Context: an optimization exercise on an open-source flow, tuned for small area. The choices shown serve that exercise and are no tape-out recipe.
Function was checked by simulation only, so behaviour that the tests miss may differ from the original.
No activity file was given, so power comes from the tool's default toggle rates.

==> config.mk <==
export PLATFORM = sky130hd
export DESIGN_NAME = icmp_echo_reply_parser
export DESIGN_NICKNAME = icmp_echo_reply_parser
export VERILOG_FILES = /design/flow/design.v
export SDC_FILE = /design/flow/constraint.sdc
export NUM_CORES = 4
export LEC_CHECK = 0
export CAP_MARGIN = 20
export CORE_MARGIN = 2
export CORE_UTILIZATION = 40
export SLEW_MARGIN = 20
==> constraint.sdc <==
create_clock -name core_clock -period 10.0 [get_ports {i_clk}]
set_input_delay 2.0000 -clock core_clock [delete_from_list [all_inputs] [get_ports {i_clk}]]
set_output_delay 2.0000 -clock core_clock [all_outputs]
set_load 0.01 [all_outputs]
==> design.v <==
package icmp_pkg;
    localparam int MAX_PACKET = 2047;
    localparam int CNT_W      = $clog2(MAX_PACKET + 1);
    localparam int LEN_W      = 11;
    localparam int CFG_IDX_W  = 1;
    localparam int CFG_DATA_W = 16;
    localparam logic [CFG_IDX_W-1:0] CFG_ECHO_ID      = CFG_IDX_W'(0);
    localparam logic [CFG_IDX_W-1:0] CFG_REPORT_OTHER = CFG_IDX_W'(1);
    localparam logic [CNT_W-1:0] POS_VER_IHL = CNT_W'(0);
    localparam logic [CNT_W-1:0] POS_TTL     = CNT_W'(8);
    localparam logic [CNT_W-1:0] POS_PROTO   = CNT_W'(9);
    localparam logic [CNT_W-1:0] OFF_TYPE    = CNT_W'(0);
    localparam logic [CNT_W-1:0] OFF_CODE    = CNT_W'(1);
    localparam logic [CNT_W-1:0] OFF_ID_LO   = CNT_W'(4);
    localparam logic [CNT_W-1:0] OFF_ID_HI   = CNT_W'(5);
    localparam logic [CNT_W-1:0] OFF_SEQ_LO  = CNT_W'(6);
    localparam logic [CNT_W-1:0] OFF_SEQ_HI  = CNT_W'(7);
    localparam logic [CNT_W-1:0] OFF_SEC_LO  = CNT_W'(8);
    localparam logic [CNT_W-1:0] OFF_SEC_HI  = CNT_W'(11);
    localparam logic [CNT_W-1:0] OFF_USEC_LO = CNT_W'(12);
    localparam logic [CNT_W-1:0] OFF_USEC_HI = CNT_W'(15);
    localparam logic [7:0]       PROTO_ICMP      = 8'd1;
    localparam logic [7:0]       ICMP_ECHO_REPLY = 8'd0;
    localparam logic [CNT_W-1:0] MIN_IP_LEN      = CNT_W'(20);
    localparam logic [CNT_W-1:0] ICMP_HDR_LEN    = CNT_W'(8);
    localparam logic [CNT_W-1:0] ICMP_ECHO_LEN   = CNT_W'(16);
    localparam logic [19:0]      USEC_PER_SEC    = 20'd1000000;
    typedef enum logic [1:0] {
        KIND_DROP  = 2'd0,
        KIND_ECHO  = 2'd1,
        KIND_OTHER = 2'd2
    } t_kind;
    typedef struct packed {
        logic [7:0]         data_byte;
        logic               last_byte;
        logic signed [31:0] recv_sec;
        logic [19:0]        recv_usec;
    } t_in;
    typedef struct packed {
        t_kind              kind;
        logic [LEN_W-1:0]   icmp_len;
        logic [7:0]         msg_type;
        logic [7:0]         msg_code;
        logic [15:0]        seq;
        logic [7:0]         ttl;
        logic signed [31:0] rtt_sec;
        logic [19:0]        rtt_usec;
    } t_out;
    typedef struct packed {
        logic [15:0] echo_id;
        logic        report_other;
    } t_cfg;
    typedef struct packed {
        logic [CNT_W-1:0] byte_count;
        logic [5:0]       hdr_len;
        logic [7:0]       protocol;
        logic [7:0]       ttl;
        logic [7:0]       msg_type;
        logic [7:0]       msg_code;
        logic [15:0]      id;
        logic [15:0]      seq;
        logic [31:0]      send_sec;
        logic [31:0]      send_usec;
    } t_pkt;
    typedef struct packed {
        t_kind            kind;
        logic [LEN_W-1:0] icmp_len;
        logic [7:0]       msg_type;
        logic [7:0]       msg_code;
        logic [15:0]      seq;
        logic [7:0]       ttl;
        logic [31:0]      send_sec;
        logic [31:0]      send_usec;
        logic [31:0]      recv_sec;
        logic [19:0]      recv_usec;
    } t_job;
endpackage
module icmp_echo_reply_parser (
    input  logic                                i_clk,
    input  logic                                i_rst_n,
    input  logic                                i_valid,
    output logic                                o_ready,
    input  icmp_pkg::t_in                       i_data,
    output logic                                o_valid,
    input  logic                                i_ready,
    output icmp_pkg::t_out                      o_data,
    input  logic                                i_cfg_we,
    input  logic [icmp_pkg::CFG_IDX_W-1:0]      i_cfg_idx,
    input  logic [icmp_pkg::CFG_DATA_W-1:0]     i_cfg_data
);
    logic [15:0] r_echo_id;
    logic        r_report_other;
    always_ff @(posedge i_clk) begin
        if (!i_rst_n) begin
            r_echo_id      <= 16'd0;
            r_report_other <= 1'b1;
        end else if (i_cfg_we) begin
            if (i_cfg_idx == icmp_pkg::CFG_ECHO_ID)      r_echo_id      <= i_cfg_data;
            if (i_cfg_idx == icmp_pkg::CFG_REPORT_OTHER) r_report_other <= i_cfg_data[0];
        end
    end
    logic r_hv;      
    logic r_tv;      
    logic r_rv;      
    logic back_ready;
    logic pop;
    logic to_tail;
    assign back_ready = !r_rv || i_ready;
    assign pop        = r_hv && back_ready;
    logic [10:0] r_cnt;
    logic [3:0]  r_hl4;
    logic        r_proto_ok;  
    logic [7:0]  r_nttl;     
    logic [7:0]  r_ntype;
    logic [7:0]  r_ncode;
    logic [15:0] r_id;
    logic [15:0] r_nseq;
    logic [31:0] r_nssec;    
    logic [19:0] r_nsu;      
    logic        r_neg;      
    logic        r_big;      
    logic [7:0]  din;
    logic        accept;
    logic        push;
    logic        wr;
    logic [3:0]  hl4_c;
    logic [7:0]  rel;        
    logic        in_icmp;
    logic [3:0]  off;
    logic [10:0] cnt_inc;
    assign din     = i_data.data_byte;
    assign o_ready = !r_tv;
    assign accept  = i_valid && !r_tv;
    assign push    = accept && i_data.last_byte;
    assign wr      = accept && (r_cnt != 11'd2047);
    assign hl4_c   = (r_cnt == 11'd0) ? din[3:0] : r_hl4;
    assign rel     = {1'b0, r_cnt[6:0]} - {2'b00, hl4_c, 2'b00};
    assign in_icmp = (r_cnt[10:7] == 4'd0) && !rel[7] && (rel[6:4] == 3'd0);
    assign off     = rel[3:0];
    assign cnt_inc = (r_cnt == 11'd2047) ? r_cnt : r_cnt + 11'd1;
    logic w15;
    logic neg_c;
    logic big_c;
    assign w15   = wr && in_icmp && (off == 4'd15);
    assign neg_c = w15 ? din[7] : r_neg;
    assign big_c = w15 ? (r_big || (din[6:0] != 7'd0)) : r_big;
    logic [10:0] len;
    logic [10:0] ilen;
    logic        ilen_bw;
    logic        icmp_ok;
    logic        e_new;
    logic        o_new;
    logic        k_e;
    logic        k_o;
    logic        keep;
    assign len             = cnt_inc;
    assign {ilen_bw, ilen} = {1'b0, len} - {6'd0, hl4_c, 2'b00};
    assign icmp_ok = r_proto_ok && (len >= 11'd20) && !ilen_bw && (ilen[10:3] != 8'd0);
    assign e_new   = icmp_ok && (r_ntype == 8'hFF) && (r_id == r_echo_id) && (ilen[10:4] != 7'd0);
    assign o_new   = icmp_ok && (r_ntype != 8'hFF) && r_report_other;
    assign k_e     = r_tv ? r_proto_ok : e_new;
    assign k_o     = r_tv ? r_neg : o_new;
    assign keep    = k_e || k_o;
    logic [31:0] rs;
    logic [19:0] ru;
    logic [31:0] ds;
    logic [19:0] ud;
    logic        k12, k22, k32, k10, k20;
    logic        ud_co;
    logic        borrow;
    assign rs = i_data.recv_sec;
    assign ru = i_data.recv_usec;
    icmp_rca #(12) u_ds0 (.a(rs[11:0]),  .b(r_nssec[11:0]),  .ci(1'b1), .s(ds[11:0]),  .co(k12));
    icmp_rca #(10) u_ds1 (.a(rs[21:12]), .b(r_nssec[21:12]), .ci(1'b0), .s(ds[21:12]), .co(k22));
    icmp_rca #(10) u_ds2 (.a(rs[31:22]), .b(r_nssec[31:22]), .ci(1'b0), .s(ds[31:22]), .co(k32));
    icmp_rca #(10) u_ud0 (.a(ru[9:0]),   .b(r_nsu[9:0]),     .ci(1'b1), .s(ud[9:0]),   .co(k10));
    icmp_rca #(10) u_ud1 (.a(ru[19:10]), .b(r_nsu[19:10]),   .ci(1'b0), .s(ud[19:10]), .co(k20));
    assign ud_co  = k20 || (k10 && (ud[19:10] == 10'h3FF));
    assign borrow = !neg_c && (big_c || !ud_co);
    assign to_tail = push && r_hv && !pop;
    always_ff @(posedge i_clk) begin
        if (!i_rst_n) begin
            r_cnt <= 11'd0;
        end else if (r_tv) begin
            if (pop) r_cnt <= 11'd0;
        end else if (accept) begin
            if (!i_data.last_byte) r_cnt <= cnt_inc;
            else if (!to_tail)     r_cnt <= 11'd0;
        end
    end
    always_ff @(posedge i_clk) begin
        if (wr) begin
            if (r_cnt == 11'd0) r_hl4 <= din[3:0];
            if (r_cnt == 11'd8) r_nttl <= ~din;
            if (r_cnt == 11'd9 && !to_tail) r_proto_ok <= (din == icmp_pkg::PROTO_ICMP);
            if (in_icmp) begin
                case (off)
                    4'd0:  r_ntype     <= ~din;
                    4'd1:  r_ncode     <= ~din;
                    4'd4:  if (!to_tail) r_id[7:0] <= din;
                    4'd5:  r_id[15:8]  <= din;
                    4'd6:  r_nseq[7:0]  <= ~din;
                    4'd7:  r_nseq[15:8] <= ~din;
                    default: ;
                endcase
            end
        end
        if (to_tail) begin
            r_nssec   <= ds;
            r_nsu     <= ud;
            r_big     <= borrow;
            r_id[2:0] <= {k22, k12, k10};
            r_neg     <= o_new;
            r_proto_ok <= e_new;
        end else if (wr && in_icmp) begin
            case (off)
                4'd8:  r_nssec[7:0]   <= ~din;
                4'd9:  r_nssec[15:8] <= ~din;
                4'd10: r_nssec[23:16] <= ~din;
                4'd11: r_nssec[31:24] <= ~din;
                4'd12: r_nsu[7:0]    <= ~din;
                4'd13: r_nsu[15:8]   <= ~din;
                4'd14: begin
                    r_nsu[19:16] <= ~din[3:0];
                    r_big       <= (din[7:4] != 4'd0);
                end
                4'd15: begin
                    r_neg <= neg_c;
                    r_big <= big_c;
                end
                default: ;
            endcase
        end
    end
    logic        h_e;
    logic [10:0] h_ilen;
    logic [7:0]  h_code;
    logic [7:0]  h_u8;
    logic [15:0] h_seq;
    logic        h_b;
    logic        h_k12, h_k22, h_k10;
    logic [31:0] h_ds;
    logic [19:0] h_du;
    always_ff @(posedge i_clk) begin
        if (!i_rst_n) begin
            r_hv <= 1'b0;
            r_tv <= 1'b0;
        end else begin
            if (!r_hv || pop) r_hv <= r_tv || push;
            if (r_tv) begin
                if (pop) r_tv <= 1'b0;
            end else begin
                r_tv <= to_tail;
            end
        end
    end
    logic sel_n;
    logic sel_t;
    assign sel_n = k_e && !r_tv;
    assign sel_t = k_e && r_tv;
    always_ff @(posedge i_clk) begin
        if (!r_hv || pop) begin
            h_e     <= k_e;
            h_ilen  <= keep ? ilen : 11'd0;
            h_code  <= ~(r_ncode | {8{!keep}});
            h_u8    <= ~((r_nttl | {8{!k_e}}) & (r_ntype | {8{!k_o}}));
            h_seq   <= ~(r_nseq | {16{!k_e}});
            h_b     <= (sel_n && borrow) || (sel_t && r_big);
            h_k10   <= (sel_n && k10) || (sel_t && r_id[0]);
            h_k12   <= (sel_n && k12) || (sel_t && r_id[1]);
            h_k22   <= (sel_n && k22) || (sel_t && r_id[2]);
            h_ds    <= (ds & {32{sel_n}}) | (r_nssec & {32{sel_t}});
            h_du    <= (ud & {20{sel_n}}) | (r_nsu & {20{sel_t}});
        end
    end
    logic        q_e;
    logic [10:0] q_ilen;
    logic [7:0]  q_code;
    logic [7:0]  q_u8;
    logic [15:0] q_seq;
    logic [31:0] q_rtt_s;
    logic [19:0] q_rtt_u;
    logic [31:0] rtt_s;
    logic [19:0] rtt_u;
    logic [31:0] xs;
    logic [32:12] ic;
    logic [32:0] sk;
    logic        uc;
    assign xs[11:0] = h_ds[11:0];
    assign ic[12]   = h_k12;
    for (genvar i = 12; i < 32; i++) begin : g_inc
        logic c;
        if (i == 22) begin : g_join
            assign c = ic[22] || h_k22;
        end else begin : g_pass
            assign c = ic[i];
        end
        assign xs[i]   = h_ds[i] ^ c;
        assign ic[i+1] = h_ds[i] && c;
    end
    assign sk[0] = h_b;
    for (genvar i = 0; i < 32; i++) begin : g_dec
        assign rtt_s[i] = xs[i] ^ sk[i];
        assign sk[i+1]  = sk[i] && !xs[i];
    end
    assign rtt_u[5:0] = h_du[5:0];
    icmp_rca #(14) u_usec (.a(h_du[19:6]),
                           .b((icmp_pkg::USEC_PER_SEC[19:6] & {14{h_b}}) | {9'd0, h_k10, 4'd0}),
                           .ci(1'b0), .s(rtt_u[19:6]), .co(uc));
    always_ff @(posedge i_clk) begin
        if (!i_rst_n) begin
            r_rv <= 1'b0;
        end else if (back_ready) begin
            r_rv <= r_hv;
        end
    end
    always_ff @(posedge i_clk) begin
        if (back_ready) begin
            q_e     <= h_e;
            q_ilen  <= h_ilen;
            q_code  <= h_code;
            q_u8    <= h_u8;
            q_seq   <= h_seq;
            q_rtt_s <= rtt_s;
            q_rtt_u <= rtt_u;
        end
    end
    assign o_valid = r_rv;
    always_comb begin
        o_data          = '0;
        o_data.kind     = icmp_pkg::t_kind'({(q_ilen != 11'd0) && !q_e, q_e});
        o_data.icmp_len = q_ilen;
        o_data.msg_type = q_e ? 8'd0 : q_u8;
        o_data.msg_code = q_code;
        o_data.seq      = q_seq;
        o_data.ttl      = q_e ? q_u8 : 8'd0;
        o_data.rtt_sec  = $signed(q_rtt_s);
        o_data.rtt_usec = q_rtt_u;
    end
endmodule
module icmp_rca #(parameter int W = 8) (
    input  logic [W-1:0] a,
    input  logic [W-1:0] b,
    input  logic         ci,
    output logic [W-1:0] s,
    output logic         co
);
    logic [W:0] c;
    assign c[0] = ci;
    for (genvar i = 0; i < W; i++) begin : g_bit
        assign s[i]   = a[i] ^ b[i] ^ c[i];
        assign c[i+1] = (a[i] & b[i]) | (c[i] & (a[i] ^ b[i]));
    end
    assign co = c[W];
endmodule
==> flow/run.sh <==
#!/bin/bash
# Own flow: the standard layout (standard.sh with the standard flow's synthesis script
# synth_recipe.tcl), run from a copy of ORFS's scripts folder with these
# changes to how the layout is built:
#  - synthesis maps the logic with ABC's area script (ABC_AREA=1), and that
#    script (flow/abc_area.script) is an area-oriented one: dch + amap, twice;
#  - Yosys's extract_fa extracts full adders only (extract_fa -fa): half
#    adders are left to ABC, which maps them with fewer inverters.
#    Registers are mapped by dfflibmap as in the standard synthesis, so they
#    are the standard synthesis's registers (same names and cell types);
#  - the port buffers that global placement inserts are the smallest buffer,
#    sky130_fd_sc_hd__buf_1, instead of the cell buffer_ports picks itself;
#  - clock tree synthesis uses clkbuf_8 in small sink clusters and inserts no
#    dummy loads.
set -euo pipefail
here=$(pwd)
rm -rf "$here/scripts_abc"
cp -r "$FLOW_HOME/scripts" "$here/scripts_abc"
cp "$here/flow/abc_area.script" "$here/scripts_abc/abc_area.script"
sed -i 's/extract_fa {\*}\[dont_use_extract_fa_args\]/extract_fa -fa/' "$here/scripts_abc/synth.tcl"
grep -q 'extract_fa -fa$' "$here/scripts_abc/synth.tcl"
export BUFFER_PORTS_ARGS="-buffer_cell sky130_fd_sc_hd__buf_1"
export CTS_ARGS="-sink_clustering_enable -repair_clock_nets -sink_clustering_size 16 -sink_clustering_max_diameter 60 -buf_list sky130_fd_sc_hd__clkbuf_8 -dont_use_dummy_load"
bash standard.sh SCRIPTS_DIR="$here/scripts_abc" ABC_AREA=1 finish > standard_make.log 2>&1
==> flow/abc_area.script <==
strash
dch
amap
strash
dch
amap
topo
stime -c
==> standard.sh <==
#!/bin/bash
# synth_recipe.tcl (not shown) runs the flow's synth.tcl, then flattens the netlist and writes it again
# the make line also repeats each setting of config.mk as NAME=value (left out here)
make -C /OpenROAD-flow-scripts/flow DESIGN_CONFIG=/design/flow/config.mk WORK_HOME=/design/flow/orfs CLKGATE_MAP_FILE= SYNTH_SCRIPT=/design/flow/synth_recipe.tcl "${@:-finish}"
==> results of run 1 <==
worst paths after layout:
| path | end | slack [ns] | startpoint |
|---|---|---|---|
| setup / recovery | h_ds[11]$_DFFE_PP_ | 3.73 | i_data[20] |
| hold / removal | q_ilen[6]$_DFFE_PN_ | 0.40 | h_ilen[6]$_SDFFCE_PP0P_ |
| setup reg to reg | h_ilen[8]$_SDFFCE_PP0P_ | 3.93 | r_cnt[3]$_SDFFE_PN0P_ |
| hold reg to reg | q_ilen[6]$_DFFE_PN_ | 0.40 | h_ilen[6]$_SDFFCE_PP0P_ |
cell usage in the layout (no fill, tap or decap), drive strengths merged, types with 2 or more instances in the layout:
cell / netlist / routed
a211oi: 2 / 2
a21o: 8 / 8
a21oi: 36 / 36
a22oi: 3 / 3
a31oi: 3 / 3
and3: 3 / 3
buf: 1 / 203
clkbuf: 0 / 30
clkinv: 188 / 187
dfxtp: 31 / 31
edfxtp: 311 / 311
fa: 54 / 54
nand2: 123 / 123
nand3: 4 / 4
nand4: 5 / 5
nor2: 165 / 165
nor2b: 8 / 8
nor3: 10 / 10
nor4: 6 / 6
o21a: 7 / 7
o21ai: 167 / 167
o221a: 2 / 2
o22a: 4 / 4
o22ai: 47 / 47
o31ai: 2 / 2
or2: 2 / 2
or3: 6 / 6
or4: 3 / 3
xor2: 2 / 2
cells in the mapped netlist, drive strengths merged (2+ instances only):
| cell type | number |
|---|---|
| or3 | 6 |
| nor4 | 6 |
| o22ai | 47 |
| nor2 | 165 |
| nor2b | 8 |
| o21ai | 167 |
| o22a | 4 |
| a31oi | 3 |
| clkinv | 188 |
| nand3 | 4 |
| nor3 | 10 |
| fa | 54 |
| edfxtp | 311 |
| a21o | 8 |
| nand4 | 5 |
| or4 | 3 |
| a22oi | 3 |
| a21oi | 36 |
| o21a | 7 |
| or2 | 2 |
| xor2 | 2 |
| a211oi | 2 |
| o221a | 2 |
| dfxtp | 31 |
| nand2 | 123 |
| and3 | 3 |
| o31ai | 2 |
power breakdown:
part / internal [mW] / switching, mW
clock network: 0.266 / 0.428
logic: 0.0477 / 0.101
registers: 1.57 / 0.0104
worst reg2reg max path: cells and delay by family (launching register included):
family | cells | cell delay, ns
AOI/OAI and AO/OA | 7 | 1.47
adders and majority gates | 1 | 0.43
buffers and inverters | 4 | 0.38
DFF | 1 | 0.44
and+or+nand+nor | 16 | 3.07
final cells by class:
cell class	count	area, um^2	share of cell area (%)
multi-input combinational	679	4086	24.67
clock buffer	30	412.9	2.492
timing repair buffer	203	814.5	4.917
inverter	188	708.2	4.275
sequential	342	9960	60.12
tap	468	585.6	3.534
stage by stage:
stage	util, %	total power, mW
2_1_floorplan	-	1.693
3_3_place_gp	44.34	1.755
3_5_place_dp	44.34	1.759
4_1_cts	45.47	2.445
5_1_grt	45.47	2.516
6_report	45.47	2.420
sequential cells by signal, summed over array words and instances, names as in the netlist, 11 cells and up:
name / flops
r_nsu: 20
h_ds: 32
h_ilen: 11
r_nssec: 32
r_echo_id: 16
q_rtt_s: 32
q_rtt_u: 20
q_seq: 16
h_seq: 16
r_nseq: 16
q_ilen: 11
r_id: 16
h_du: 20
r_cnt: 11
logic make-up (layout without fill, tap and decap cells):
group	Yosys count	after routing	share of synthesized area, %
DFF	342	342	67.55
adders and majority gates	54	54	7.332
AOI/OAI and AO/OA	287	287	10.89
buffers and inverters	189	421	4.837
and+or+nand+nor	336	336	9.275
xor gates and xnor gates	2	2	0.1188
metal layers:
layer	up-vias	routed length, um
met3	47	2245
met1	4672	14850
met4	0	715
met5	-	0
li1	4683	-
met2	292	16630
==> out/metrics.yaml, run 1 <==
status:
  status: "finished clean"
timing:
  whs_ns: 0.3955
  hold_viol: 0
  max_freq_mhz: 159.5
  maxSlewViolCount: 0
  rsz0062_at_grt: "no"
  worstMarginPinSlew_ns: 0.9868
  setup_ws_ns: 3.731
  fin_crit_ns: 6.269
  setup_violations: 0
  finalSetupTns_ns: 0
  clock_skew_ns: 0.07288
  slew_headroom_pct: 33.52
  period_share_pct: 62.69
power_and_ir_drop:
  peakVddDrop_uv: 103.6
  leakagePower_nw: 5.949
  powerDensity_nw_per_um2: 146.1
grt:
  gr-total-overflow: 0
  use_met3_pct: 2.596
  gr-max-usage-layer: "met2"
  grt_max_degree: 73
  grt_pass1_vias: 9240
  grt_use_met2_pct: 30.33
  grt.total_usage_pct: 17.91
  antenna_found_initial: 0
  grt_pass1_wl_mm: 52.47
  use_met1_pct: 24.54
place:
  place.gp.congestion: 0.8720
  dp_cells: 1880
  post_dp_cell_area_um2: 16150
  io_buffer_count: 189
  dpl.hpwl_mm: 24.30
  dp_slack_ns: 3.137
synthesis:
  yosysSeqAreaShare_pct: 67.55
  yosys_warnings: 1
  ys_ff_latch: 342
  synthesis.nets: 1347
  yosysTopAreaCellShare_pct: 63.34
  synth_ff_type: "edfxtp_1"
  syn_inst: 1210
  synthArstFlopShare_pct: 0
  avgSynthCellArea_um2: 12.19
  synth-edff-count: 311
  synth_area_leaders: "edfxtp_1, fa_1, o21ai_0, clkinv_1, dfxtp_1"
  syn-cell-area_um2: 14740
  yosysUniqueCellTypes: 35
  yosys.area.top_type: "edfxtp_1"
floorplan:
  die_h_um: 196.0
  die-width_um: 196.0
  start_util_pct: 40.47
  core.rowCount: 70
  ioPinCount: 190
  die_area_um2: 38410
  core-area_um2: 36430
setup_path:
  crit_required_ns: 10.41
  crit_fanout: 2
  ff2ff_path_depth: 28
  cp_num_cells: 18
  critPathTopFamily: "adder cells"
  cp.arrival_ns: 6.67
  critPathKind: "input pin to register"
  end_kind: "register"
  cp_common_cell: "fa_1"
  crit_path_start_kind: "input pin"
  cpMaxStageDelayCell: "fa_1"
  worst-path-buf-inv: 5
  slowest_delay_ns: 0.42
  path_cells: "buf_1 -> clkinv_1 -> nand2_1 -> fa_1 -> fa_1 -> fa_1 -> fa_1 -> fa_1 -> clkinv_1 -> fa_1 -> clkinv_1 -> fa_1 -> fa_1 -> fa_1 -> fa_1 -> clkinv_1 -> fa_1 -> o22ai_1"
cells_and_area:
  area_growth_pct: 12.36
  final_area_um2: 16570
  diodes: 0
  n_fill_cell: 3404
  drive_gt1_share_pct: 3.259
  fin_nets: 1581
  finalNonFillerCells: 1910
routing:
  firstDrtPassIters: 5
  post_drt_wl_per_cell_um: 18.03
  drtAntennaViolNets: 0
  vias: 9694
  drc: 0
  avgViaCountPerCell: 5.075
  wl_mm: 34.44
  drt_iter0_drc: 765
clock_tree:
  cts_tree: "yes"
  cts_root_buf: "clkbuf_8"
  post_cts_buffers: 0
  ctsResizeCount: 0
  numCtsBuffers: 30
  hold_buffers: 0
  h-tree-depth: 1
  path_clk_slew_ns: 0.09
  cts.path.max_buffers: 3
  clk_latency_ns: 0.61
  clock-sinks: 342
worst_hold_path:
  hold_class: "register to register"
  holdPathStages: 0
job:
  drv_cap: 0
==> inputs of run 2 (changes only) <==
--- a/flow/run.sh
+++ b/flow/run.sh
@@ -21,4 +21,4 @@
 grep -q 'extract_fa -fa$' "$here/scripts_abc/synth.tcl"
 export BUFFER_PORTS_ARGS="-buffer_cell sky130_fd_sc_hd__buf_1"
-export CTS_ARGS="-sink_clustering_enable -repair_clock_nets -sink_clustering_size 16 -sink_clustering_max_diameter 60 -buf_list sky130_fd_sc_hd__clkbuf_8 -dont_use_dummy_load"
+export CTS_ARGS="-sink_clustering_enable -repair_clock_nets -sink_clustering_size 10 -sink_clustering_max_diameter 40 -buf_list {sky130_fd_sc_hd__clkbuf_4 sky130_fd_sc_hd__clkbuf_8} -dont_use_dummy_load"
 bash standard.sh SCRIPTS_DIR="$here/scripts_abc" ABC_AREA=1 finish > standard_make.log 2>&1
--- a/config.mk
+++ b/config.mk
@@ -8,4 +8,4 @@
 export CAP_MARGIN = 20
 export CORE_MARGIN = 2
-export CORE_UTILIZATION = 40
+export CORE_UTILIZATION = 65
 export SLEW_MARGIN = 20
==> run 2 against run 1 <==
Against the previous run: global-route usage up 9.1 points; worst setup slack better by 0.022 ns; final area down 0.43%; register-to-register slack better by 0.23 ns; synthesized area unchanged; maximum frequency up 0.35%; critical path type unchanged.
==> out/metrics.yaml, run 2 <==
status:
  status: "finished clean"
clock_tree:
  cts.path.max_buffers: 3  # unchanged
  clk_latency_ns: 0.57  # -0.04 ns
  cts_tree: "yes"
  path_clk_slew_ns: 0.07  # -0.02 ns
  cts_root_buf: "clkbuf_8"
  ctsResizeCount: 0  # unchanged
  h-tree-depth: 2  # +1
  numCtsBuffers: 43  # +43%
  clock-sinks: 342  # unchanged
  hold_buffers: 0  # unchanged
  post_cts_buffers: 0  # unchanged
synthesis:
  yosysTopAreaCellShare_pct: 63.34  # unchanged
  synth-edff-count: 311  # unchanged
  synth_area_leaders: "edfxtp_1, fa_1, o21ai_0, clkinv_1, dfxtp_1"
  avgSynthCellArea_um2: 12.19  # unchanged
  ys_ff_latch: 342  # unchanged
  yosysSeqAreaShare_pct: 67.55  # unchanged
  synth_most_common_cell: "edfxtp_1"
  yosys.area.top_type: "edfxtp_1"
  ys_top_cells_by_count: "edfxtp_1, clkinv_1, o21ai_0"
  yosysUniqueCellTypes: 35  # unchanged
  yosys_warnings: 1  # unchanged
  synthesis.nets: 1347  # unchanged
  synth_ff_type: "edfxtp_1"
  synthArstFlopShare_pct: 0  # unchanged
  syn_inst: 1210  # unchanged
  syn-cell-area_um2: 14740  # unchanged
routing:
  wl_mm: 31.26  # -9.2%
  avgViaCountPerCell: 5.602  # +10%
  firstDrtPassIters: 5  # unchanged
  drtAntennaViolNets: 0  # unchanged
  drc: 0  # unchanged
  vias: 9736  # +0.43%
  drt_iter0_drc: 677  # -12%
  post_drt_wl_per_cell_um: 17.99  # -0.26%
setup_path:
  crit_fanout: 2  # unchanged
  cp.arrival_ns: 6.59  # -0.08 ns
  crit_required_ns: 10.34  # -0.07 ns
  crit_path_start_kind: "input pin"
  end_kind: "register"
  r2r_slack_ns: 4.16  # +0.23 ns
  critPathKind: "input pin to register"
timing:
  period_share_pct: 62.47  # -0.22 points
  max_freq_mhz: 160.1  # +0.35%
  whs_ns: 0.4144  # +0.01890 ns
  fin_crit_ns: 6.247  # -0.02158 ns
  setup_violations: 0  # unchanged
  hold_viol: 0  # unchanged
  slew_headroom_pct: 28.21  # -5.3 points
  clock_skew_ns: 0.07114  # -0.001742 ns
  rsz0062_at_grt: "no"
  finalSetupTns_ns: 0  # unchanged
  worstMarginPinSlew_ns: 1.066  # +0.07880 ns
  maxSlewViolCount: 0  # unchanged
cells_and_area:
  area_growth_pct: 11.88
  largest_registers: "h_ds x32, q_rtt_s x32, r_nssec x32"
  mostFrequentLayoutCell: "edfxtp_1"
  finalNonFillerCells: 1738  # -9.0%
  drive_gt1_share_pct: 3.859  # +0.60 points
  fin_nets: 1590  # +0.57%
  layout_common_cells: "edfxtp_1, buf_1, clkinv_1"
floorplan:
  die-width_um: 154.6  # -21%
  die_h_um: 154.6  # -21%
  start_util_pct: 65.72  # +25 points
  core-area_um2: 22430  # -38%
  core.rowCount: 55  # -21%
  ioPinCount: 190  # unchanged
  die_area_um2: 23900  # -38%
grt:
  grt.total_usage_pct: 27.02  # +9.1 points
  grt_pass1_vias: 9472  # +2.5%
  antenna_found_initial: 3  # +3
  grt_max_degree: 87  # +19%
  gr-total-overflow: 0  # unchanged
  grt_pass1_wl_mm: 49.18  # -6.3%
job:
  drv_cap: 0  # unchanged
power_and_ir_drop:
  powerDensity_nw_per_um2: 154.7  # +5.9%
  peakVddDrop_uv: 97.15  # -6.2%
  leakagePower_nw: 6.022  # +1.2%
worst_hold_path:
  hold_class: "register to register"
place:
  dp_cells: 1693  # -9.9%
  io_buffer_count: 189  # unchanged
  dpl.hpwl_mm: 21.83  # -10%
  place.gp.congestion: 0.8851  # +1.5%
-- run 2: cell counts after synthesis --
No cell type changed its count.
-- run 2: critical path: stages --
cell and delay, ns:
buf_1 0.09, clkinv_1 0.05, nand2_1 0.05, fa_1 0.37, fa_1 0.38, fa_1 0.39
fa_1 0.38, fa_1 0.39, clkinv_1 0.07, fa_1 0.16, clkinv_1 0.07, fa_1 0.38
fa_1 0.41, fa_1 0.39, fa_1 0.37, clkinv_1 0.07, fa_1 0.42, o22ai_1 0.15
-- run 2: per-stage QoR --
stage               instance area, um^2  total power, mW  setup WS (ns)  utilization [%]
floorplan                         14740            1.693          3.002                -
global placement                  15900            1.751          3.313            70.85
detailed placement                15900            1.756          3.193            70.85
CTS                               16490            2.565          3.752            73.49
global route                      16490            2.637          3.408            73.52
finish                            16500            2.552          3.753            73.53
-- run 2: logic make-up after synthesis --
group           share of synthesized area [%]
xor+xnor                               0.1188
compound gates                          10.89
buf+inv                                 4.837
fa+ha+maj                               7.332
flops                                   67.55
simple gates                            9.275
-- run 2: path summary, 6_finish.rpt --
check | to | start | cells after the start
worst max-delay path | h_ds[11]$_DFFE_PP_ | i_data[20] | 18
worst min-delay path | q_ilen[4]$_DFFE_PN_ | h_ilen[4]$_SDFFCE_PP0P_ | 0
worst max register to register | h_ilen[8]$_SDFFCE_PP0P_ | r_cnt[3]$_SDFFE_PN0P_ | 28
worst min register to register | q_ilen[4]$_DFFE_PN_ | h_ilen[4]$_SDFFCE_PP0P_ | 0
-- run 2: per-layer routing --
| layer | part of all wire [%] | vias up | track usage (%) |
|---|---|---|---|
| li1 | - | 4722 | - |
| met1 | 42 | 4538 | 38.07 |
| met2 | 47 | 408 | 43.15 |
| met3 | 8.7 | 66 | 5.996 |
| met4 | 2.2 | 2 | 8.069 |
| met5 | 0.038 | - | 0 |
-- run 2: area by class of cell --
class / count / area [um^2]
flip-flops and latches: 342 / 9960
multi-input cells: 679 / 4086
clock buffers: 43 / 591.8
inverters: 188 / 708.2
well taps: 285 / 356.6
fillers: 1524 / 5938
repair buffers: 199 / 788.3
diodes: 2 / 5.005
-- run 2: where the power goes --
group,switching (mW),internal (mW)
Clock,0.444,0.381
Combinational,0.0998,0.0475
Sequential,0.0106,1.57
Total,0.554,2.00
==> inputs of run 3 (changes only) <==
--- a/flow/run.sh
+++ b/flow/run.sh
@@ -21,4 +21,4 @@
 grep -q 'extract_fa -fa$' "$here/scripts_abc/synth.tcl"
 export BUFFER_PORTS_ARGS="-buffer_cell sky130_fd_sc_hd__buf_1"
-export CTS_ARGS="-sink_clustering_enable -repair_clock_nets -sink_clustering_size 10 -sink_clustering_max_diameter 40 -buf_list {sky130_fd_sc_hd__clkbuf_4 sky130_fd_sc_hd__clkbuf_8} -dont_use_dummy_load"
+export CTS_ARGS="-sink_clustering_enable -repair_clock_nets -sink_clustering_size 18 -sink_clustering_max_diameter 60 -buf_list sky130_fd_sc_hd__clkbuf_8 -dont_use_dummy_load"
 bash standard.sh SCRIPTS_DIR="$here/scripts_abc" ABC_AREA=1 finish > standard_make.log 2>&1
--- a/config.mk
+++ b/config.mk
@@ -8,4 +8,4 @@
 export CAP_MARGIN = 20
 export CORE_MARGIN = 2
-export CORE_UTILIZATION = 65
+export CORE_UTILIZATION = 55
 export SLEW_MARGIN = 20
==> run 3 against run 2 <==
Against the previous run: clock-buffer cell count is 14 lower; synthesized cell count stayed put; still clean on timing, DRC and antenna; critical endpoint is now r_nssec[11]$_DFFE_PP_; cell count is 2.1% higher; non-clock buffer count is 1 higher; worst hold slack worse by 0.015 ns; die area is 18% higher; global-route usage is 3.6 points lower; largest cell class unchanged; first-iteration DRC count is 19% higher; final area is 0.66% lower; register-to-register slack worse by 0.10 ns; critical path depth stayed put; sequential share of layout area is 0.40 points higher.
==> out/metrics.yaml, run 3 <==
status:
  status: "finished clean"
synthesis:
  synth_top_family_by_area: "compound AO/OA/AOI/OAI gates"
  synth_fa_ha_area_share_pct: 7.332  # unchanged
  synth_xor_xnor_area_share_pct: 0.1188  # unchanged
  yosysTopAreaCellShare_pct: 63.34  # unchanged
  synth_compound_area_share_pct: 10.89  # unchanged
  synthArstFlopShare_pct: 0  # unchanged
  yosys_warnings: 1  # unchanged
  synth_area_leaders: "edfxtp_1, fa_1, o21ai_0, clkinv_1, dfxtp_1"
  synth_ff_type: "edfxtp_1"
  synth_most_common_cell: "edfxtp_1"
  yosysSeqAreaShare_pct: 67.55  # unchanged
  synth-edff-count: 311  # unchanged
  syn_inst: 1210  # unchanged
  avgSynthCellArea_um2: 12.19  # unchanged
  ys_top_cells_by_count: "edfxtp_1, clkinv_1, o21ai_0"
  yosys.area.top_type: "edfxtp_1"
  syn-cell-area_um2: 14740  # unchanged
  synthesis.nets: 1347  # unchanged
  yosysUniqueCellTypes: 35  # unchanged
  ys_ff_latch: 342  # unchanged
  synth_mux_area_share_pct: 0  # unchanged
  synthSimpleGateAreaFrac_pct: 9.275  # unchanged
cells_and_area:
  layout_common_cells: "edfxtp_1, buf_1, clkinv_1"
  area_growth_pct: 11.14
  finalNonFillerCells: 1774  # +2.1%
  n_fill_cell: 2124  # +39%
  largest_registers: "h_ds x32, q_rtt_s x32, r_nssec x32"
  multi_input_area_um2: 4086  # unchanged
  mostFrequentLayoutCell: "edfxtp_1"
  drive_gt1_share_pct: 2.990  # -0.87 points
  seqCellArea_um2: 9960  # unchanged
  fin_nets: 1577  # -0.82%
routing:
  firstDrtPassIters: 5  # unchanged
  vias: 9695  # -0.42%
  drt_iter0_drc: 807  # +19%
  wl_mm: 32.49  # +3.9%
  drc: 0  # unchanged
  post_drt_wl_per_cell_um: 18.32  # +1.8%
  avgViaCountPerCell: 5.465  # -2.4%
  drtAntennaViolNets: 0  # unchanged
timing:
  worstMarginPinSlew_ns: 1.144  # +0.07859 ns
  slew_headroom_pct: 22.92  # -5.3 points
  clock_skew_ns: 0.04319  # -0.02795 ns
  finalSetupTns_ns: 0  # unchanged
  fin_crit_ns: 6.185  # -0.06273 ns
  maxSlewViolCount: 0  # unchanged
  period_share_pct: 61.85  # -0.63 points
  hold_viol: 0  # unchanged
  rsz0062_at_grt: "no"
  setup_violations: 0  # unchanged
  max_freq_mhz: 161.7  # +1.0%
power_and_ir_drop:
  leakagePower_nw: 5.931  # -1.5%
  power_frac_comb_pct: 6.2  # +0.4 points
  seqPwrFrac_pct: 65.7  # +3.8 points
  p_sw_uw: 528.4  # -4.7%
  clockPowerShare_pct: 28.1  # -4.2 points
  p_int_mw: 1.872  # -6.3%
  swShare_pct: 22.01  # +0.29 points
  powerDensity_nw_per_um2: 146.5  # -5.3%
  peakVddDrop_uv: 82.14  # -15%
grt:
  grt_pass1_wl_mm: 50.43  # +2.5%
  gr-max-usage-layer: "met2"
  antenna_found_initial: 1  # -2
  gr-total-overflow: 0  # unchanged
  grt.total_usage_pct: 23.37  # -3.6 points
  grt_max_degree: 74  # -15%
  grt_pass1_vias: 9291  # -1.9%
  use_met1_pct: 33.92  # -4.2 points
  grt_use_met2_pct: 38.05  # -5.1 points
  use_met3_pct: 3.403  # -2.6 points
job:
  drv_cap: 0  # unchanged
clock_tree:
  numCtsBuffers: 29  # -33%
  ctsResizeCount: 0  # unchanged
  cts_tree: "yes"
  clock-sinks: 342  # unchanged
  hold_buffers: 0  # unchanged
  clk_latency_ns: 0.59  # +0.02 ns
  h-tree-depth: 1  # -1
  path_clk_slew_ns: 0.09  # +0.02 ns
  cts_root_buf: "clkbuf_8"
  cts.path.max_buffers: 3  # unchanged
  post_cts_buffers: 0  # unchanged
floorplan:
  die_h_um: 167.7  # +8.5%
  core-area_um2: 26210  # +17%
  start_util_pct: 56.26  # -9.5 points
  core.rowCount: 59  # +7.3%
  die-width_um: 167.7  # +8.5%
  die_area_um2: 28130  # +18%
  ioPinCount: 190  # unchanged
setup_path:
  crit_fanout: 2  # unchanged
  critPathTopFamily: "adder cells"
  slowest_delay_ns: 0.41  # about the same
  worst-path-buf-inv: 5  # unchanged
  crit_required_ns: 10.42  # +0.08 ns
  crit_start: "i_data[20]"
  cp.arrival_ns: 6.60  # about the same
  crit_path_start_kind: "input pin"
  rr_startpoint: "r_cnt[1]$_SDFFE_PN0P_"
  path_cells: "buf_1 -> clkinv_1 -> nand2_1 -> fa_1 -> fa_1 -> fa_1 -> fa_1 -> fa_1 -> clkinv_1 -> fa_1 -> clkinv_1 -> fa_1 -> fa_1 -> fa_1 -> fa_1 -> clkinv_1 -> fa_1 -> o21ai_0"
  end_kind: "register"
  cpMaxStageDelayCell: "fa_1"
  critPathKind: "input pin to register"
  cp_common_cell: "fa_1"
place:
  dpl.hpwl_mm: 22.95  # +5.1%
  dp_cells: 1743  # +3.0%
  io_buffer_count: 189  # unchanged
  place.gp.congestion: 0.8813  # -0.43%
worst_hold_path:
  hold_class: "register to register"
  hold_path_startpoint: "h_ilen[4]$_SDFFCE_PP0P_"
==> run 3: changes by cell type in the layout (fill, tap and decap cells not counted) <==
cell      previous run  this run
o21ai_1              3         2
buf_4                9        10
o21ai_0            164       165
diode_2              2         1
buf_6                1         0
buf_16               0         1
clkbuf_8            43        29
==> run 3: final cells by class <==
class                      count  area share, %
sequential                   342          60.78
multi-input combinational    679          24.94
timing repair buffer         200          4.955
inverter                     188          4.322
tap                          335          2.558
clock buffer                  29          2.436
antenna                        1        0.01527
==> run 3: worst paths after layout <==
kind | slack [ns] | end | cells past startpoint
hold / removal | 0.40 | q_ilen[4]$_DFFE_PN_ | 0
setup reg to reg | 4.06 | h_ilen[8]$_SDFFCE_PP0P_ | 28
hold reg to reg | 0.40 | q_ilen[4]$_DFFE_PN_ | 0
setup / recovery | 3.82 | r_nssec[11]$_DFFE_PP_ | 18
==> run 3: stage by stage <==
stage	area [um^2]	setup slack (ns)	power, mW	hold slack (ns)	utilization, %
floorplan	14740	3.002	1.693	0.4003	-
global placement	15960	3.269	1.755	0.4013	60.89
detailed placement	15960	3.127	1.758	0.4045	60.89
CTS	16360	3.787	2.424	0.4021	62.42
global route	16380	3.298	2.491	0.4107	62.52
finish	16390	3.815	2.401	0.3998	62.53
==> run 3: per-layer routing <==
layer	wire, um	share of wire, %
met1	14600	45
met2	15140	47
met3	2201	6.8
met4	544	1.7
met5	0	0
==> run 3: power by group through the flow <==
| stage | Clock [mW] | Combinational, mW | Sequential [mW] |
|---|---|---|---|
| 2_1_floorplan | 0 | 0.0796 | 1.61 |
| 3_3_place_gp | 0 | 0.146 | 1.61 |
| 3_5_place_dp | 0 | 0.148 | 1.61 |
| 4_1_cts | 0.698 | 0.149 | 1.58 |
| 5_1_grt | 0.744 | 0.168 | 1.58 |
| 6_report | 0.676 | 0.148 | 1.58 |
==> run 3: cell families after synthesis <==
| family | count (synthesis) |
|---|---|
| compound gates | 287 |
| xor+xnor | 2 |
| fa+ha+maj | 54 |
| buf+inv | 189 |
| flops | 342 |
| simple gates | 336 |
==> run 3: worst reg2reg max path, delay by kind of cell (launching register included) <==
kind            cells  cell delay (ns)
simple gates       18             3.42
compound gates      6             1.05
buf+inv             4             0.74
flops               1             0.42
==> inputs of run 4 (changes only) <==
--- a/design.v
+++ b/design.v
@@ -166,12 +166,11 @@
     logic [31:0] ds;
     logic [19:0] ud;
-    logic        k12, k22, k32, k10, k20;
+    logic        k16, k32, k10, k20;
     logic        ud_co;
     logic        borrow;
     assign rs = i_data.recv_sec;
     assign ru = i_data.recv_usec;
-    icmp_rca #(12) u_ds0 (.a(rs[11:0]),  .b(r_nssec[11:0]),  .ci(1'b1), .s(ds[11:0]),  .co(k12));
-    icmp_rca #(10) u_ds1 (.a(rs[21:12]), .b(r_nssec[21:12]), .ci(1'b0), .s(ds[21:12]), .co(k22));
-    icmp_rca #(10) u_ds2 (.a(rs[31:22]), .b(r_nssec[31:22]), .ci(1'b0), .s(ds[31:22]), .co(k32));
+    icmp_rca #(16) u_ds0 (.a(rs[15:0]),  .b(r_nssec[15:0]),  .ci(1'b1), .s(ds[15:0]),  .co(k16));
+    icmp_rca #(16) u_ds1 (.a(rs[31:16]), .b(r_nssec[31:16]), .ci(1'b0), .s(ds[31:16]), .co(k32));
     icmp_rca #(10) u_ud0 (.a(ru[9:0]),   .b(r_nsu[9:0]),     .ci(1'b1), .s(ud[9:0]),   .co(k10));
     icmp_rca #(10) u_ud1 (.a(ru[19:10]), .b(r_nsu[19:10]),   .ci(1'b0), .s(ud[19:10]), .co(k20));
@@ -210,5 +209,5 @@
             r_nsu     <= ud;
             r_big     <= borrow;
-            r_id[2:0] <= {k22, k12, k10};
+            r_id[1:0] <= {k16, k10};
             r_neg     <= o_new;
             r_proto_ok <= e_new;
@@ -239,5 +238,5 @@
     logic [15:0] h_seq;
     logic        h_b;
-    logic        h_k12, h_k22, h_k10;
+    logic        h_k16, h_k10;
     logic [31:0] h_ds;
     logic [19:0] h_du;
@@ -268,6 +267,5 @@
             h_b     <= (sel_n && borrow) || (sel_t && r_big);
             h_k10   <= (sel_n && k10) || (sel_t && r_id[0]);
-            h_k12   <= (sel_n && k12) || (sel_t && r_id[1]);
-            h_k22   <= (sel_n && k22) || (sel_t && r_id[2]);
+            h_k16   <= (sel_n && k16) || (sel_t && r_id[1]);
             h_ds    <= (ds & {32{sel_n}}) | (r_nssec & {32{sel_t}});
             h_du    <= (ud & {20{sel_n}}) | (r_nsu & {20{sel_t}});
@@ -284,18 +282,12 @@
     logic [19:0] rtt_u;
     logic [31:0] xs;
-    logic [32:12] ic;
+    logic [32:16] ic;
     logic [32:0] sk;
     logic        uc;
-    assign xs[11:0] = h_ds[11:0];
-    assign ic[12]   = h_k12;
-    for (genvar i = 12; i < 32; i++) begin : g_inc
-        logic c;
-        if (i == 22) begin : g_join
-            assign c = ic[22] || h_k22;
-        end else begin : g_pass
-            assign c = ic[i];
-        end
-        assign xs[i]   = h_ds[i] ^ c;
-        assign ic[i+1] = h_ds[i] && c;
+    assign xs[15:0] = h_ds[15:0];
+    assign ic[16]   = h_k16;
+    for (genvar i = 16; i < 32; i++) begin : g_inc
+        assign xs[i]   = h_ds[i] ^ ic[i];
+        assign ic[i+1] = h_ds[i] && ic[i];
     end
     assign sk[0] = h_b;
==> run 4 against run 3 <==
Against the previous run: still clean; clock power decreased by 3%; synthesized cell count down 1.2%; non-clock buffer count up 2; worst setup slack worse by 1.3 ns; wire length decreased by 0.92%; critical endpoint is now h_ds[31]$_DFFE_PP_.
==> out/metrics.yaml, run 4 <==
status:
  status: "finished clean"
synthesis:
  yosysUniqueCellTypes: 37  # +5.7%
  yosysTopAreaCellShare_pct: 63.17  # -0.17 points
  synth_ff_type: "edfxtp_1"
  yosys.area.top_type: "edfxtp_1"
  yosysSeqAreaShare_pct: 67.38  # -0.17 points
  synthesis.nets: 1334  # -0.97%
  syn-cell-area_um2: 14740  # about the same
  avgSynthCellArea_um2: 12.32  # +1.1%
  yosys_warnings: 1  # unchanged
  synth_most_common_cell: "edfxtp_1"
  syn_inst: 1196  # -1.2%
  synth-edff-count: 310  # -0.32%
  synthArstFlopShare_pct: 0  # unchanged
  ys_ff_latch: 341  # -0.29%
  ys_top_cells_by_count: "edfxtp_1, clkinv_1, o21ai_0"
  synth_area_leaders: "edfxtp_1, fa_1, o21ai_0, clkinv_1, dfxtp_1"
timing:
  rsz0062_at_grt: "no"
  worstMarginPinSlew_ns: 1.089  # -0.05529 ns
  period_share_pct: 74.99  # +13 points
  maxSlewViolCount: 0  # unchanged
  finalSetupTns_ns: 0  # unchanged
  hold_viol: 0  # unchanged
  clock_skew_ns: 0.04966  # +0.006471 ns
  max_freq_mhz: 133.3  # -18%
  fin_crit_ns: 7.499  # +1.315 ns
  slew_headroom_pct: 27.41  # +4.5 points
  setup_violations: 0  # unchanged
clock_tree:
  ctsResizeCount: 0  # unchanged
  cts.path.max_buffers: 3  # unchanged
  numCtsBuffers: 27  # -6.9%
  hold_buffers: 0  # unchanged
  post_cts_buffers: 0  # unchanged
  h-tree-depth: 1  # unchanged
  path_clk_slew_ns: 0.10  # about the same
  clock-sinks: 341  # -0.29%
  clk_latency_ns: 0.59  # about the same
  cts_root_buf: "clkbuf_8"
  cts_tree: "yes"
routing:
  drt-met1-wl_mm: 14.96  # +2.5%
  drt_iter0_drc: 696  # -14%
  drc: 0  # unchanged
  met2WireLength_mm: 14.47  # -4.5%
  avgViaCountPerCell: 5.472  # +0.14%
  firstDrtPassIters: 5  # unchanged
  highest_layer: "met4"
  met3_length_mm: 2.163  # -1.7%
  drtAntennaViolNets: 0  # unchanged
  vias: 9637  # -0.60%
  wl_mm: 32.19  # -0.92%
  post_drt_wl_per_cell_um: 18.28  # -0.19%
worst_hold_path:
  min_to: "q_seq[15]$_DFFE_PN_"
  holdPathStages: 0  # unchanged
  hold_class: "register to register"
  hold_path_startpoint: "h_seq[15]$_DFFE_PP_"
grt:
  grt_pass1_wl_mm: 50.46  # about the same
  gr-total-overflow: 0  # unchanged
  grt.total_usage_pct: 23.45  # +0.079 points
  grt_max_degree: 79  # +6.8%
  grt_pass1_vias: 9107  # -2.0%
  antenna_found_initial: 2  # +1
floorplan:
  die-width_um: 167.7  # about the same
  core-area_um2: 26210  # unchanged
  core.rowCount: 59  # unchanged
  die_h_um: 167.7  # about the same
  start_util_pct: 56.23  # about the same
  ioPinCount: 190  # unchanged
  die_area_um2: 28120  # about the same
power_and_ir_drop:
  finalPower_mw: 2.377  # -0.98%
  leakagePower_nw: 5.899  # -0.54%
  powerDensity_nw_per_um2: 145.5  # -0.71%
  peakVddDrop_uv: 96.76  # +18%
cells_and_area:
  layout_common_cells: "edfxtp_1, clkinv_1, buf_1"
  fin_nets: 1564  # -0.82%
  largest_registers: "h_ds x32, q_rtt_s x32, r_nssec x32"
  area_growth_pct: 10.89
  drive_gt1_share_pct: 2.949  # -0.041 points
  mostFrequentLayoutCell: "edfxtp_1"
setup_path:
  crit_fanout: 2  # unchanged
  end_kind: "register"
  crit_path_start_kind: "input pin"
  crit_required_ns: 10.31  # -0.11 ns
  r2r_end: "h_ilen[8]$_SDFFCE_PP0P_"
  ff2ff_path_depth: 26  # -7.1%
  crit_start: "i_data[36]"
  cp.arrival_ns: 7.81  # +1.21 ns
  r2r_slack_ns: 3.43  # -0.63 ns
  rr_startpoint: "r_cnt[0]$_SDFFE_PN0P_"
  critPathKind: "input pin to register"
job:
  drv_cap: 0  # unchanged
place:
  dpl.hpwl_mm: 22.35  # -2.6%
  place.gp.congestion: 0.8493  # -3.6%
  io_buffer_count: 189  # unchanged
-- run 4: cells by family (layout without fill, tap and decap cells) --
| family | count (synthesis) | after routing | synth area share, % |
|---|---|---|---|
| flops | 341 | 341 | 67.38 |
| simple gates | 321 | 321 | 9.212 |
| buf+inv | 199 | 427 | 5.094 |
| compound gates | 280 | 280 | 10.84 |
| fa+ha+maj | 55 | 55 | 7.472 |
| other cells | 0 | 2 | 0 |
-- run 4: metrics by stage --
stage          instances  hold slack, ns  util, %  cell area (um^2)  setup slack (ns)
2_1_floorplan       1196          0.4003        -             14740             2.305
3_3_place_gp        1732          0.4014    60.92             15970             2.017
3_5_place_dp        1732          0.4045    60.92             15970             1.925
4_1_cts             1759          0.3993    62.34             16340             2.535
5_1_grt             1760          0.4010    62.35             16340             2.222
6_report            1761          0.3995    62.36             16340             2.501
-- run 4: where the power goes --
part           internal (mW)  total, mW  switching [mW]
sequential              1.56       1.57         0.00946
clock                  0.241      0.657           0.416
combinational         0.0480      0.148           0.101
total                   1.85       2.38           0.526
-- run 4: metal layers --
metal	global-route usage [%]	vias to the layer above
met1	35.36	4592
li1	-	4697
met5	0	-
met3	3.569	30
met2	36.73	318
met4	5.028	0
-- run 4: layout make-up --
cell class | count | area, um^2
diodes | 2 | 5.005
flip-flops and latches | 341 | 9930
repair buffers | 202 | 807.0
inverters | 198 | 745.7
fillers | 2151 | 9864
clock buffers | 27 | 371.6
well taps | 335 | 419.2
multi-input cells | 656 | 4064
-- run 4: worst max-delay path by stage --
stage / depth (start not counted) / slack, ns / endpoint
3_3_place_gp: 23 / 2.02 / r_nssec[31]$_DFFE_PP_
6_report: 23 / 2.50 / h_ds[31]$_DFFE_PP_
5_1_grt: 23 / 2.22 / h_ds[31]$_DFFE_PP_
2_1_floorplan: 22 / 2.31 / h_ds[31]$_DFFE_PP_
3_5_place_dp: 23 / 1.92 / h_ds[31]$_DFFE_PP_
4_1_cts: 23 / 2.54 / h_ds[31]$_DFFE_PP_
-- run 4: critical path, stage by stage --
cell      delay (ns)
buf_1           0.08
clkinv_1        0.05
nor2_1          0.05
fa_1            0.39
fa_1            0.41
fa_1            0.44
fa_1            0.42
fa_1            0.40
fa_1            0.37
clkinv_1        0.07
fa_1            0.16
clkinv_1        0.07
fa_1            0.37
fa_1            0.39
fa_1            0.39
fa_1            0.38
fa_1            0.37
clkinv_1        0.06
fa_1            0.16
clkinv_1        0.07
fa_1            0.37
o21ai_0         0.21
o21ai_0         0.10
==> inputs of run 5 (changes only) <==
--- a/flow/run.sh
+++ b/flow/run.sh
@@ -21,4 +21,4 @@
 grep -q 'extract_fa -fa$' "$here/scripts_abc/synth.tcl"
 export BUFFER_PORTS_ARGS="-buffer_cell sky130_fd_sc_hd__buf_1"
-export CTS_ARGS="-sink_clustering_enable -repair_clock_nets -sink_clustering_size 18 -sink_clustering_max_diameter 60 -buf_list sky130_fd_sc_hd__clkbuf_8 -dont_use_dummy_load"
+export CTS_ARGS="-sink_clustering_enable -repair_clock_nets -sink_clustering_size 22 -sink_clustering_max_diameter 50 -buf_list sky130_fd_sc_hd__clkbuf_8 -dont_use_dummy_load"
 bash standard.sh SCRIPTS_DIR="$here/scripts_abc" ABC_AREA=1 finish > standard_make.log 2>&1
==> run 5 against run 4 <==
Against the previous run: still clean; sequential power is essentially flat; synthesized area is the same; cell count grew 0.23%; utilization grew 0.21 points; global-route usage shrank 0.094 points; first-iteration DRC count grew 16%; via count is essentially flat; worst setup slack lost 0.0089 ns; non-clock buffer count is the same; clock skew shrank 0.0049 ns; largest cell class unchanged.
==> out/metrics.yaml, run 5 <==
routing:
  avgViaCountPerCell: 5.462  # -0.19%
  post_drt_wl_per_cell_um: 18.14  # -0.77%
  wl_mm: 32.02  # -0.55%
  drt_iter0_drc: 808  # +16%
  vias: 9641  # +0.042%
  drtAntennaViolNets: 0  # unchanged
  firstDrtPassIters: 5  # unchanged
  drc: 0  # unchanged
setup_path:
  slowest_delay_ns: 0.44  # about the same
  crit_fanout: 2  # unchanged
  cp.arrival_ns: 7.81  # about the same
  crit_required_ns: 10.30  # about the same
  cpMaxStageDelayCell: "fa_1"
  end_kind: "register"
  critPathKind: "input pin to register"
  critPathTopFamily: "adder cells"
  worst-path-buf-inv: 6  # unchanged
  crit_path_start_kind: "input pin"
  path_cells: "buf_1 -> clkinv_1 -> nor2_1 -> fa_1 -> fa_1 -> fa_1 -> fa_1 -> fa_1 -> fa_1 -> clkinv_1 -> fa_1 -> clkinv_1 -> fa_1 -> fa_1 -> fa_1 -> fa_1 -> fa_1 -> clkinv_1 -> fa_1 -> clkinv_1 -> fa_1 -> o21ai_0 -> o21ai_0"
  cp_common_cell: "fa_1"
power_and_ir_drop:
  leakagePower_nw: 5.927  # +0.49%
  powerDensity_nw_per_um2: 147.4  # +1.3%
  peakVddDrop_uv: 115.5  # +19%
timing:
  rsz0062_at_grt: "no"
  finalSetupTns_ns: 0  # unchanged
  maxSlewViolCount: 0  # unchanged
  clock_skew_ns: 0.04476  # -0.004901 ns
  hold_viol: 0  # unchanged
  setup_violations: 0  # unchanged
  worstMarginPinSlew_ns: 1.081  # -0.007880 ns
  fin_crit_ns: 7.508  # +0.008860 ns
  max_freq_mhz: 133.2  # -0.12%
  period_share_pct: 75.08  # +0.089 points
  slew_headroom_pct: 27.93  # +0.53 points
synthesis:
  ys_ff_latch: 341  # unchanged
  synth_most_common_cell: "edfxtp_1"
  yosys.area.top_type: "edfxtp_1"
  yosys_warnings: 1  # unchanged
  synthArstFlopShare_pct: 0  # unchanged
  yosysUniqueCellTypes: 37  # unchanged
  syn_inst: 1196  # unchanged
  syn-cell-area_um2: 14740  # unchanged
  synth-edff-count: 310  # unchanged
  ys_top_cells_by_count: "edfxtp_1, clkinv_1, o21ai_0"
  synth_area_leaders: "edfxtp_1, fa_1, o21ai_0, clkinv_1, dfxtp_1"
  yosysSeqAreaShare_pct: 67.38  # unchanged
  avgSynthCellArea_um2: 12.32  # unchanged
  synth_ff_type: "edfxtp_1"
  yosysTopAreaCellShare_pct: 63.17  # unchanged
  synthesis.nets: 1334  # unchanged
place:
  post_dp_cell_area_um2: 15970  # unchanged
  io_buffer_count: 189  # unchanged
  place.gp.congestion: 0.8493  # unchanged
  dpl.hpwl_mm: 22.35  # unchanged
grt:
  antenna_found_initial: 2  # unchanged
  grt_pass1_vias: 9168  # +0.67%
  grt_max_degree: 79  # unchanged
  grt_pass1_wl_mm: 50.38  # -0.15%
  gr-total-overflow: 0  # unchanged
  grt.total_usage_pct: 23.36  # -0.094 points
clock_tree:
  clk_latency_ns: 0.61  # +0.02 ns
  clock-sinks: 341  # unchanged
  cts_root_buf: "clkbuf_8"
  h-tree-depth: 1  # unchanged
  cts_tree: "yes"
  ctsResizeCount: 0  # unchanged
  hold_buffers: 0  # unchanged
  numCtsBuffers: 31  # +15%
  path_clk_slew_ns: 0.09  # about the same
  cts.path.max_buffers: 3  # unchanged
  post_cts_buffers: 0  # unchanged
cells_and_area:
  final_area_um2: 16400  # +0.34%
  multi_input_area_um2: 4064  # unchanged
  n_fill_cell: 2142  # -0.42%
  mostFrequentLayoutCell: "edfxtp_1"
  area_growth_pct: 11.27
  largest_registers: "h_ds x32, q_rtt_s x32, r_nssec x32"
  fin_nets: 1568  # +0.26%
  drive_gt1_share_pct: 3.221  # +0.27 points
  seqCellArea_um2: 9930  # unchanged
  layout_common_cells: "edfxtp_1, clkinv_1, buf_1"
job:
  drv_cap: 0  # unchanged
floorplan:
  ioPinCount: 190  # unchanged
  die-width_um: 167.7  # unchanged
  die_h_um: 167.7  # unchanged
  die_area_um2: 28120  # unchanged
  core-area_um2: 26210  # unchanged
  core.rowCount: 59  # unchanged
  start_util_pct: 56.23  # unchanged
worst_hold_path:
  hold_class: "register to register"
status:
  status: "finished clean"
## run 5: cell count changes in the layout (fill, tap and decap cells not counted), sizes merged
cell    change
clkbuf      +4
## run 5: cells by family (layout without fill, tap and decap cells)
kind of cell	Yosys count	count (layout)	synth area share (%)
flip-flops	341	341	67.38
AND/OR/NAND/NOR	321	321	9.212
AO/OA/AOI/OAI	280	280	10.84
buffers and inverters	199	431	5.094
adder cells (fa/ha/maj)	55	55	7.472
other	0	2	0
## run 5: path summary, 6_finish.rpt
kind,startpoint,end,cells after the start,slack (ns)
max,i_data[36],r_nssec[31]$_DFFE_PP_,23,2.49
min,h_seq[12]$_DFFE_PP_,q_seq[12]$_DFFE_PN_,0,0.40
max reg2reg,r_cnt[10]$_SDFFE_PN0P_,h_ilen[8]$_SDFFCE_PP0P_,22,3.48
min reg2reg,h_seq[12]$_DFFE_PP_,q_seq[12]$_DFFE_PN_,0,0.40
## run 5: area by class of cell
cell class | instances | area share, %
Antenna cell | 2 | 0.03052
Inverter | 198 | 4.548
Timing Repair Buffer | 202 | 4.922
Tap cell | 335 | 2.556
Clock buffer | 31 | 2.602
Multi-Input combinational cell | 656 | 24.78
Sequential cell | 341 | 60.56
## run 5: metal layers
| layer | track usage, % | wire length (um) |
|---|---|---|
| met2 | 36.71 | 14240 |
| met3 | 3.805 | 2252 |
| met1 | 34.87 | 14930 |
| met4 | 5.142 | 595 |
| met5 | 0 | 0 |
## run 5: stage by stage
step | power, mW | util [%] | hold slack [ns] | cells | setup WS (ns)
2_1_floorplan | 1.689 | - | 0.4003 | 1196 | 2.305
3_3_place_gp | 1.749 | 60.92 | 0.4014 | 1732 | 2.017
3_5_place_dp | 1.753 | 60.92 | 0.4045 | 1732 | 1.925
4_1_cts | 2.434 | 62.55 | 0.4010 | 1763 | 2.544
5_1_grt | 2.506 | 62.56 | 0.4001 | 1764 | 2.226
6_report | 2.417 | 62.57 | 0.4044 | 1765 | 2.492
## run 5: where the power goes
part	total [mW]	internal, mW	switching [mW]
combinational	0.148	0.0479	0.100
sequential	1.57	1.56	0.00951
clock	0.697	0.274	0.423
## run 5: worst reg2reg max path, delay by kind of cell, from the launching register on
| family | cells | cell delay, ns |
|---|---|---|
| AO/OA/AOI/OAI | 6 | 1.89 |
| buffers and inverters | 4 | 0.65 |
| adder cells (fa/ha/maj) | 1 | 0.47 |
| flip-flops | 1 | 0.33 |
| AND/OR/NAND/NOR | 11 | 2.90 |

static timing again, ports no longer ideal:
The results above use ideal ports. As a check the final layouts listed here were re-extracted and re-timed, cells and wires unchanged.
Step 1, drivers: a clkbuf_16 drives i_clk and a buf_2 each remaining input, both assumed.
Step 2 also shifts input and output timing later by t, the mid clock arrival at the registers, as if the neighbouring blocks saw the same clock.
a / b / c = no drivers / after step 1 / after step 2; a / b = the first two.
run	shift t [ns]	slack for setup (ns)	worst setup path at the end
run 1	0.615	3.731 / 3.754 / 3.139	input to register
run 2	0.582	3.753 / 3.773 / 3.191	input to register
run 3	0.616	3.815 / 3.839 / 3.223	input to register
run 4	0.615	2.501 / 2.527 / 1.912	input to register
run 5	0.638	2.492 / 2.518 / 1.880	input to register
After both steps every run listed still meets setup and hold. For run 5, which loses most, drivers alone change the setup slack by +0.026 ns; drivers and shift together by -0.612 ns.
